What follows belongs to an exercise in optimizing a design on an open flow for small area and a short achievable clock period; a production flow would make more cautious choices. The RTL was checked by simulation tests, not by an equivalence proof against the original design. Power is estimated from default activity; no workload was simulated.

==> flow/design.v <==
`timescale 1ns/1ps
module pwm_smoother_top (
	input  logic        clk,
	input  logic        rst_n,
	input  logic        wb_cyc,
	input  logic        wb_stb,
	input  logic        wb_we,
	input  logic [1:0]  wb_adr,
	input  logic [15:0] wb_dat_w,
	output logic [15:0] wb_dat_r,
	output logic        wb_ack,
	output logic        pwm_out
);
	logic        wait_q;        
	logic        sv0;           
	logic        sv1;           
	logic        hist_clr;
	logic [2:0]  win_sel;
	logic        pwm_en;
	logic [4:0]  fill;
	logic [15:0] hist [16];     
	logic [19:0] part;          
	logic [15:0] avg;
	logic req, idle, rd_result, wr_sample, wr_ctrl, accept;
	assign req       = wb_cyc && wb_stb;
	assign idle      = !wb_ack && !wait_q;
	assign rd_result = !wb_we && (wb_adr == 2'd2);
	assign wr_sample = wb_we && (wb_adr == 2'd1);
	assign wr_ctrl   = wb_we && (wb_adr == 2'd0);
	assign accept    = idle && req && !(rd_result && sv1);
	always_ff @(posedge clk) begin
		if (!rst_n) begin
			wb_ack   <= 1'b0;
			wait_q   <= 1'b0;
			sv0      <= 1'b0;
			sv1      <= 1'b0;
			hist_clr <= 1'b0;
			win_sel  <= 3'd0;
			pwm_en   <= 1'b0;
		end else begin
			wb_ack   <= accept || wait_q;
			wait_q   <= idle && req && rd_result && sv1;
			sv0      <= accept && wr_sample;
			sv1      <= sv0;
			hist_clr <= accept && wr_ctrl && (wb_dat_w[2:0] != win_sel);
			if (accept && wr_ctrl) begin
				win_sel <= wb_dat_w[2:0];
				pwm_en  <= wb_dat_w[4];
			end
		end
	end
	always_ff @(posedge clk) begin
		case (wb_adr)
			2'd0:    wb_dat_r <= {11'd0, pwm_en, 1'b0, win_sel};
			2'd1:    wb_dat_r <= hist[0];
			2'd2:    wb_dat_r <= avg;
			default: wb_dat_r <= {11'd0, fill};
		endcase
	end
	logic [15:0] prev;
	always_ff @(posedge clk) begin
		if (accept && wr_sample)
			hist[0] <= wb_dat_w;
		prev <= hist[0];
		if (sv0) begin
			hist[1] <= prev;
			for (int i = 2; i < 16; i++)
				hist[i] <= hist[i-1];
		end
	end
	always_ff @(posedge clk) begin
		if (!rst_n || hist_clr)
			fill <= 5'd0;
		else if (sv0 && !fill[4])
			fill <= fill + 5'd1;
	end
	logic [15:0] drop;
	always_comb begin
		case (win_sel[2] ? 3'd4 : {1'b0, win_sel[1:0]})
			3'd0:    drop = hist[0];
			3'd1:    drop = (fill >= 5'd2)  ? hist[1]  : 16'd0;
			3'd2:    drop = (fill >= 5'd4)  ? hist[3]  : 16'd0;
			3'd3:    drop = (fill >= 5'd8)  ? hist[7]  : 16'd0;
			default: drop = fill[4]         ? hist[15] : 16'd0;
		endcase
	end
	logic [19:0] sum;
	assign sum = part + {4'd0, hist[0]};
	always_ff @(posedge clk) begin
		if (!rst_n || hist_clr)
			part <= 20'd0;
		else if (sv1)
			part <= sum - {4'd0, drop};
	end
	always_ff @(posedge clk) begin
		if (!rst_n)
			avg <= 16'd0;
		else if (sv1) begin
			case (win_sel[2] ? 3'd4 : {1'b0, win_sel[1:0]})
				3'd0:    avg <= sum[15:0];
				3'd1:    avg <= sum[16:1];
				3'd2:    avg <= sum[17:2];
				3'd3:    avg <= sum[18:3];
				default: avg <= sum[19:4];
			endcase
		end
	end
	logic [7:0] cnt;
	logic [7:0] duty_q;
	always_ff @(posedge clk) begin
		if (!rst_n) begin
			cnt     <= 8'd0;
			duty_q  <= 8'd0;
			pwm_out <= 1'b0;
		end else begin
			cnt <= cnt + 8'd1;
			if (cnt == 8'd255)
				duty_q <= avg[15:8];
			pwm_out <= pwm_en && (cnt < duty_q);
		end
	end
endmodule
==> flow/config.mk <==
export PLATFORM = sky130hd
export DESIGN_NAME = pwm_smoother_top
export DESIGN_NICKNAME = pwm_smoother_top
export VERILOG_FILES = /design/flow/design.v
export SDC_FILE = /design/flow/constraint.sdc
export NUM_CORES = 4
export LEC_CHECK = 0
export CAP_MARGIN = 20
export CORE_MARGIN = 2
export CORE_UTILIZATION = 40
export SLEW_MARGIN = 20
==> flow/constraint.sdc <==
create_clock -name core_clock -period 18.0 [get_ports {clk}]
set_input_delay 3.6000 -clock core_clock [delete_from_list [all_inputs] [get_ports {clk}]]
set_output_delay 3.6000 -clock core_clock [all_outputs]
set_load 0.01 [all_outputs]
run.sh (not shown) runs the stock make flow with config.mk's settings and CLKGATE_MAP_FILE= SYNTH_SCRIPT=/design/flow/synth_recipe.tcl, a recipe that flattens the netlist after the stock synthesis.
Rerun with:
--- a/flow/design.v
+++ b/flow/design.v
@@ -58,12 +58,8 @@
 		endcase
 	end
-	logic [15:0] prev;
 	always_ff @(posedge clk) begin
-		if (accept && wr_sample)
+		if (accept && wr_sample) begin
 			hist[0] <= wb_dat_w;
-		prev <= hist[0];
-		if (sv0) begin
-			hist[1] <= prev;
-			for (int i = 2; i < 16; i++)
+			for (int i = 1; i < 16; i++)
 				hist[i] <= hist[i-1];
 		end
After rerunning: Final area shrinks by about 3.8%. Routed wire length fell by 3.9%. Sequential share of layout area increases by 0.25 points. Synthesized area decreases by 2.3%. Non-clock buffer count is unchanged. Global-route usage falls by 0.37 points. Count of clock-buffer cells in the layout went down by 2. Total power came out lower by about 10%. Hold slack is better by 0.011 ns. Via count is lower by about 2%.

## afterwards: timing with drivers on the ports
In the flow no input, the clock included, has a driving cell. The finished layouts below were timed again as built, in two steps. Step 1 assumes that a clkbuf_16 drives the clock port and a buf_2 every other input. Step 2 times the ports against the registers' clock, not the clock port: input delays grow and output delays shrink by t, the midpoint of the rising clock arrivals with the driver on. Three values: ideal ports, drivers, drivers and shift; two values: the first two.
run | t, ns | slack for setup (ns) | slew at the worst register clock pin (ns)
the first run | 0.564 | 12.051 / 12.079 / 11.515 | 0.07 / 0.07
the second run | 0.568 | 10.851 / 10.878 / 10.310 | 0.06 / 0.06
After both steps setup and hold are still met in every run listed. For the second run, which loses most, drivers alone change the setup slack by +0.027 ns; drivers and shift together by -0.541 ns.
